Context: an optimization exercise on an open-source flow, tuned for small area, a short achievable clock period and few clock cycles per item. The choices shown serve that exercise and are no tape-out recipe.
In this exercise RTL edits were held to simulation tests only and were not proved equivalent to the original.

## amber
## led_pattern_generator_unit
module led_pattern_generator_unit (
    input  logic        clk,
    input  logic        rst_n,
    input  logic        cfg_we,
    input  logic [2:0]  cfg_index,
    input  logic [15:0] cfg_data,
    input  logic        in_valid,
    output logic        in_ready,
    input  logic [31:0] now_ms,
    output logic        out_valid,
    input  logic        out_ready,
    output logic [9:0]  pwm_level,
    output logic [6:0]  brightness_pct
);
    localparam logic [7:0] DIV_CUT = 8'b0111_1111;
    logic [2:0]  mode_reg;
    logic [15:0] slow_on_reg;
    logic [15:0] slow_off_reg;
    logic [15:0] fast_half_reg;
    logic [15:0] inhale_reg;
    logic [15:0] exhale_reg;
    logic [15:0] pause_reg;
    logic        mode_clear;
    logic        is_slow;        
    logic        is_fast;
    logic        is_breathe;
    always_ff @(posedge clk or negedge rst_n)
    begin
        if (!rst_n) begin
            mode_reg      <= MODE_OFF;
            slow_on_reg   <= RST_SLOW_ON;
            slow_off_reg  <= RST_SLOW_OFF;
            fast_half_reg <= RST_FAST_HALF;
            inhale_reg    <= RST_INHALE;
            exhale_reg    <= RST_EXHALE;
            pause_reg     <= RST_PAUSE;
        end else if (cfg_we) begin
            case (cfg_index)
                CFG_MODE:      mode_reg      <= cfg_data[2:0];
                CFG_SLOW_ON:   slow_on_reg   <= cfg_data;
                CFG_SLOW_OFF:  slow_off_reg  <= cfg_data;
                CFG_FAST_HALF: fast_half_reg <= cfg_data;
                CFG_INHALE:    inhale_reg    <= cfg_data;
                CFG_EXHALE:    exhale_reg    <= cfg_data;
                CFG_PAUSE:     pause_reg     <= cfg_data;
                default:       ;
            endcase
        end
    end
    always_ff @(posedge clk or negedge rst_n)
    begin
        if (!rst_n) begin
            is_slow    <= 1'b0;
            is_fast    <= 1'b0;
            is_breathe <= 1'b0;
        end else if (cfg_we && (cfg_index == CFG_MODE)) begin
            is_slow    <= (cfg_data[2:0] == MODE_SLOW);
            is_fast    <= (cfg_data[2:0] == MODE_FAST);
            is_breathe <= (cfg_data[2:0] == MODE_BREATHE);
        end
    end
    assign mode_clear = cfg_we && (cfg_index == CFG_MODE) && (cfg_data[2:0] != mode_reg);
    logic [17:0] cycle_reg;       
  ...
==> flow/config.mk <==
export PLATFORM = sky130hd
export DESIGN_NAME = led_pattern_generator_unit
export DESIGN_NICKNAME = led_pattern_generator_unit
export VERILOG_FILES = /design/flow/design.v
export SDC_FILE = /design/flow/constraint.sdc
export NUM_CORES = 4
export LEC_CHECK = 0
export ABC_AREA = 1
export CAP_MARGIN = 20
export CORE_MARGIN = 2
export CORE_UTILIZATION = 70
export CTS_CLUSTER_DIAMETER = 100
export CTS_CLUSTER_SIZE = 25
export SETUP_SLACK_MARGIN = 5
export SLEW_MARGIN = 20
export TNS_END_PERCENT = 10
==> flow/constraint.sdc <==
create_clock -name core_clock -period 9.0 [get_ports {clk}]
set_input_delay 1.8000 -clock core_clock [delete_from_list [all_inputs] [get_ports {clk}]]
set_output_delay 1.8000 -clock core_clock [all_outputs]
set_load 0.01 [all_outputs]
standard.sh (not shown) runs the stock make flow with config.mk's settings and CLKGATE_MAP_FILE= SYNTH_SCRIPT=/design/flow/synth_recipe.tcl, a recipe that flattens the netlist after the stock synthesis.
==> flow/flow/run.sh <==
#!/bin/bash
set -euo pipefail
bash standard.sh SETUP_SLACK_MARGIN=5.7 finish > standard_flow.log 2>&1
amber completed; timing, DRC and antenna clean
Testbench counts of amber, summed over its fixed seeds: cycles 8,930, items 8,000.
Relative to amber, the following input files were edited for quartz:
Settings: PLACE_DENSITY now 0.8, previously not set; CORE_UTILIZATION now 55, was 70.
==> flow/flow/run.sh <==
#!/bin/bash
set -euo pipefail
bash standard.sh SETUP_SLACK_MARGIN=5.7 \
    "BUFFER_PORTS_ARGS=-buffer_cell sky130_fd_sc_hd__buf_2" finish > standard_flow.log 2>&1
Compared to amber, quartz was floorplanned on a bigger die. Summary — core utilization, quartz relative to amber: lower, by 17 points. After detailed routing, amber needs more wire than quartz.
Inputs modified between quartz and violet:
==> flow/flow/run.sh <==
#!/bin/bash
set -euo pipefail
bash standard.sh SETUP_SLACK_MARGIN=5.7 finish > standard_flow.log 2>&1
[summary]
Clock-cell share of area delta (violet -> quartz): insignificant
Compared to quartz, the router laid down less metal wire for violet.
In the flow results for violet and quartz, the count of clock-buffer cells in the layout is larger on quartz.
violet vs. quartz: via count of the first global-routing pass neither gained nor lost much, violation count after the first detailed-route iteration lost about 3.5%, critical path depth picked up an extra 2.
Input-level comparison between garnet and violet:
Settings: removing TNS_END_PERCENT (formerly 10); removing CTS_CLUSTER_DIAMETER (formerly 100); removing CTS_CLUSTER_SIZE (formerly 25); removing PLACE_DENSITY (formerly 0.8).
==> flow/flow/run.sh <==
#!/bin/bash
set -euo pipefail
bash standard.sh SETUP_SLACK_MARGIN=5.5 finish > standard_flow.log 2>&1
garnet vs violet — clock edge transition at the registers on the reported setup and hold paths dropped 40 ps.
In the tables for garnet and violet, pin count of the biggest net entering global routing reads lower with garnet.
On layout overhead on the synthesized area, the higher figure sits with garnet, not violet.

========
Starting RTL as in the previous note.
==> flow/config.mk <==
export PLATFORM = sky130hd
export DESIGN_NAME = led_pattern_generator_unit
export DESIGN_NICKNAME = led_pattern_generator_unit
export VERILOG_FILES = /design/flow/design.v
export SDC_FILE = /design/flow/constraint.sdc
export NUM_CORES = 4
export LEC_CHECK = 0
export ABC_AREA = 1
export CAP_MARGIN = 20
export CORE_MARGIN = 2
export CORE_UTILIZATION = 55
export CTS_CLUSTER_DIAMETER = 100
export CTS_CLUSTER_SIZE = 25
export SETUP_SLACK_MARGIN = 5
export SLEW_MARGIN = 20
export TNS_END_PERCENT = 10
==> flow/constraint.sdc <==
create_clock -name core_clock -period 9.0 [get_ports {clk}]
set_input_delay 1.8000 -clock core_clock [delete_from_list [all_inputs] [get_ports {clk}]]
set_output_delay 1.8000 -clock core_clock [all_outputs]
set_load 0.01 [all_outputs]
==> flow/flow/run.sh <==
#!/bin/bash
set -euo pipefail
bash standard.sh SETUP_SLACK_MARGIN=5.5 finish > standard_flow.log 2>&1
The baseline ran to the end with no violations.
Testbench counts at the start, summed over its fixed seeds: cycles 8,930, items 8,000.
Rerun with:
==> flow/flow/run.sh (replaced) <==
#!/bin/bash
set -euo pipefail
bash standard.sh SETUP_SLACK_MARGIN=5.7 finish > standard_flow.log 2>&1
GPL_ROUTABILITY_DRIVEN = 0   (was unset)
PLACE_DENSITY = 0.8   (was unset)
- The new run passed the timing, design-rule and antenna checks
- hold slack is worse by 0.017 ns
- critical path depth is higher by 1
- clock skew barely changes
- count of clock-buffer cells in the layout is lower by 1
Rerun with:
==> flow/flow/run.sh (replaced) <==
#!/bin/bash
set -euo pipefail
bash standard.sh SETUP_SLACK_MARGIN=6 finish > standard_flow.log 2>&1
GPL_ROUTABILITY_DRIVEN = unset   (was 0)
PLACE_DENSITY = unset   (was 0.8)
Outcome: Global-route usage came out higher by 2.6 points. Hold slack is better by 0.0064 ns. Worst setup slack improves by 0.071 ns. Fmax went up slightly. Die area does not change. Register-to-register slack gets better by 0.07 ns. Clock-buffer cell count went up by 1. Cell area went up by a few percent. Routed wire length rises by a little under a tenth.

==> what the ideal ports hide <==
Ports are ideal in the flow. The routed layouts listed here were re-timed in OpenROAD.
Step 1 assumes that a clkbuf_16 drives the clock port and a buf_2 every other input.
Step 2, shift: input delay + t, output delay - t, t = (earliest + latest rising clock arrival at the registers) / 2. This alone moves slack from input paths to output paths.
Three values: ideal ports, drivers, drivers and shift; two values: the first two.
| run | t (ns) | setup WS [ns] | latest minus earliest clock arrival (ns) | cell pins on the clock port's net |
|---|---|---|---|---|
| amber | 0.631 | 5.223 / 5.223 / 4.980 | 0.027 / 0.027 | 1 |
| quartz | 0.637 | 5.301 / 5.301 / 5.301 | 0.022 / 0.021 | 1 |
| violet | 0.642 | 5.380 / 5.380 / 5.114 | 0.026 / 0.026 | 1 |
| garnet | 0.667 | 5.313 / 5.313 / 5.076 | 0.018 / 0.018 | 1 |
| the first run of note 2 | 0.641 | 5.263 / 5.263 / 5.072 | 0.021 / 0.021 | 1 |
| the second run of note 2 | 0.653 | 5.295 / 5.295 / 5.103 | 0.021 / 0.020 | 1 |
| the third run of note 2 | 0.647 | 5.366 / 5.366 / 5.089 | 0.031 / 0.031 | 1 |
After both steps every run listed still meets setup and hold. The setup slack of the third run of note 2, which loses most, moves by 0.000 ns with the drivers and by -0.277 ns with both steps.
